This is an optimization exercise on Yosys and OpenROAD, whose aim is small area, a short achievable clock period and few clock cycles, not a production implementation. At most, simulation tests tie the RTL to the original design; equivalence was not proved.

==> module link_bridge, before the edit <==
module link_bridge (
    input  logic        i_clk,
    input  logic        i_rst,
    input  logic        wb_cyc_i,
    input  logic        wb_stb_i,
    input  logic        wb_we_i,
    input  logic [1:0]  wb_sel_i,
    input  logic [23:0] wb_adr_i,
    input  logic [15:0] wb_dat_i,
    input  logic        wb_burst4_i,
    input  logic        wb_burst8_i,
    output logic [15:0] wb_dat_o,
    output logic        wb_ack_o,
    output logic        wb_err_o,
    output logic        link_dir_o
);
    logic [15:0] mem [64];
    logic [2:0]  cnt;        
    logic        rd_act;     
    logic [7:0]  lo_q;
    logic [7:0]  hi_q;
    logic [1:0]  wsel_q;     
    logic [15:0] wdat_q;
    logic        beat;
    logic        first;
    logic [2:0]  last;
    logic        is_last;
    logic        hi_zero;
    logic        rin;        
    logic [7:0]  lo_dec;     
    logic [7:0]  hi_dec;
    logic [7:0]  nlo;        
    logic [7:0]  nhi;
    logic        nin;        
    logic [63:0] word_oh;
    logic [15:0] rdat;
    assign beat = wb_cyc_i & wb_stb_i;
    assign first = (cnt == 3'd0);
    assign last = wb_burst8_i ? 3'd7 : (wb_burst4_i ? 3'd3 : 3'd0);
    assign is_last = (cnt == last);
    assign hi_zero = (wb_adr_i[23:6] == 18'd0);
    assign rin = |hi_q;
    assign nlo = {lo_q[6:0], lo_q[7]};
    assign nhi = lo_q[7] ? {hi_q[6:0], 1'b0} : hi_q;
    assign nin = |nhi;
    always_comb begin
        for (int j = 0; j < 8; j++) begin
            lo_dec[j] = (wb_adr_i[2:0] == 3'(j));
            hi_dec[j] = hi_zero & (wb_adr_i[5:3] == 3'(j));
        end
    end
    always_ff @(posedge i_clk) begin
        if (i_rst) begin
            cnt <= 3'd0;
            rd_act <= 1'b0;
            lo_q <= 8'hFF;
            hi_q <= 8'hFF;
            wsel_q <= 2'b11;
            wdat_q <= 16'd0;
            wb_ack_o <= 1'b0;
            wb_err_o <= 1'b0;
            link_dir_o <= 1'b0;
        end else begin
            wsel_q <= 2'b00;
            wb_ack_o <= 1'b0;
            wb_err_o <= 1'b0;
            link_dir_o <= 1'b0;
            if (rd_act) begin
                wb_ack_o <= rin;
                wb_err_o <= ~rin;
                link_dir_o <= ~is_last;
                lo_q <= nlo;
                hi_q <= nhi;
                cnt <= is_last ? 3'd0 : cnt + 3'd1;
                rd_act <= ~is_last;
            end else if (beat) begin
                if (first) begin
                    lo_q <= lo_dec;
                    hi_q <= hi_dec;
                end else begin
                    lo_q <= nlo;
                    hi_q <= nhi;
                end
                if (wb_we_i) begin
                    wb_ack_o <= first ? hi_zero : nin;
                    wb_err_o <= first ? ~hi_zero : ~nin;
                    wsel_q <= wb_sel_i;
                    wdat_q <= wb_dat_i;
                    cnt <= is_last ? 3'd0 : cnt + 3'd1;
                end else begin
                    rd_act <= 1'b1;
                end
            end
        end
    end
    always_comb begin
        rdat = 16'd0;
        for (int i = 0; i < 64; i++) begin
            word_oh[i] = hi_q[i / 8] & lo_q[i % 8];
            rdat = rdat | (mem[i] & {16{word_oh[i]}});
        end
    end
    always_ff @(posedge i_clk) begin
        wb_dat_o <= rdat;
    end
    always_ff @(posedge i_clk) begin
        for (int i = 0; i < 64; i++) begin
            if (word_oh[i] && wsel_q[1]) begin
                mem[i][15:8] <= wdat_q[15:8];
            end
            if (word_oh[i] && wsel_q[0]) begin
                mem[i][7:0] <= wdat_q[7:0];
            end
        end
    end
endmodule
Settings: LEC_CHECK=0, CAP_MARGIN=20, CORE_MARGIN=2, CORE_UTILIZATION=50, CTS_CLUSTER_DIAMETER=80, CTS_CLUSTER_SIZE=25, SETUP_SLACK_MARGIN=4.1, SLEW_MARGIN=20; clock period 6.5 ns.
run.sh (not shown) runs the stock make flow with config.mk's settings and CLKGATE_MAP_FILE= SYNTH_SCRIPT=/design/flow/synth_recipe.tcl, a recipe that flattens the netlist after the stock synthesis.
Edit:
--- a/flow/design.v
+++ b/flow/design.v
@@ -83,8 +83,10 @@
     logic        rd_act;     
     logic [7:0]  lo_q;
     logic [7:0]  hi_q;
-    logic [1:0]  wsel_q;     
+    logic        wv_q;       
+    logic [1:0]  wsel_q;
     logic [15:0] wdat_q;
+    logic        clr_q;      
     logic        beat;
     logic        first;
     logic [2:0]  last;
@@ -117,15 +119,18 @@
         if (i_rst) begin
             cnt <= 3'd0;
             rd_act <= 1'b0;
-            lo_q <= 8'hFF;
-            hi_q <= 8'hFF;
-            wsel_q <= 2'b11;
+            lo_q <= 8'd0;
+            hi_q <= 8'd0;
+            wv_q <= 1'b0;
+            wsel_q <= 2'b00;
             wdat_q <= 16'd0;
+            clr_q <= 1'b1;
             wb_ack_o <= 1'b0;
             wb_err_o <= 1'b0;
             link_dir_o <= 1'b0;
         end else begin
-            wsel_q <= 2'b00;
+            wv_q <= 1'b0;
+            clr_q <= 1'b0;
             wb_ack_o <= 1'b0;
             wb_err_o <= 1'b0;
             link_dir_o <= 1'b0;
@@ -148,6 +153,7 @@
                 if (wb_we_i) begin
                     wb_ack_o <= first ? hi_zero : nin;
                     wb_err_o <= first ? ~hi_zero : ~nin;
+                    wv_q <= 1'b1;
                     wsel_q <= wb_sel_i;
                     wdat_q <= wb_dat_i;
                     cnt <= is_last ? 3'd0 : cnt + 3'd1;
@@ -169,10 +175,10 @@
     end
     always_ff @(posedge i_clk) begin
         for (int i = 0; i < 64; i++) begin
-            if (word_oh[i] && wsel_q[1]) begin
+            if (clr_q || (wv_q && word_oh[i] && wsel_q[1])) begin
                 mem[i][15:8] <= wdat_q[15:8];
             end
-            if (word_oh[i] && wsel_q[0]) begin
+            if (clr_q || (wv_q && word_oh[i] && wsel_q[0])) begin
                 mem[i][7:0] <= wdat_q[7:0];
             end
         end
After rerunning: Die area goes up by about 1.1%. Cell count is about the same. Routed wire length goes down by about 0.43%. Count of clock-buffer cells in the layout goes down by 3. Worst hold slack improved by 0.014 ns. Non-clock buffer count goes down by 17. Setup slack improved by 0.062 ns.
Testbench counts after the change, summed over its fixed seeds: cycles 15,650.
Only the layout flow was run in the first run of this note; the RTL was not checked for function there.

## re-timing with driven ports
Ports are ideal in the flow. The routed layouts listed here were re-timed in OpenROAD. Step 1 (the two cells are an assumption about what drives the block):
set clk [get_ports {i_clk}]
set_driving_cell -lib_cell sky130_fd_sc_hd__clkbuf_16 $clk
set_driving_cell -lib_cell sky130_fd_sc_hd__buf_2 [delete_from_list [all_inputs] $clk]
Step 2 also shifts input and output timing later by t, the mid clock arrival at the registers, as if the neighbouring blocks saw the same clock. Slacks: ideal / step 1 / step 2; pairs: ideal / step 1.
| run | t (ns) | setup WS [ns] | pins driven straight from the clock port |
|---|---|---|---|
| the first run | 0.702 | 3.962 / 3.962 / 3.487 | 1 |
| the second run | 0.706 | 4.023 / 3.957 / 3.517 | 1 |
After both steps every run listed still meets setup and hold. For the second run, which loses most, drivers alone change the setup slack by -0.066 ns; drivers and shift together by -0.506 ns.
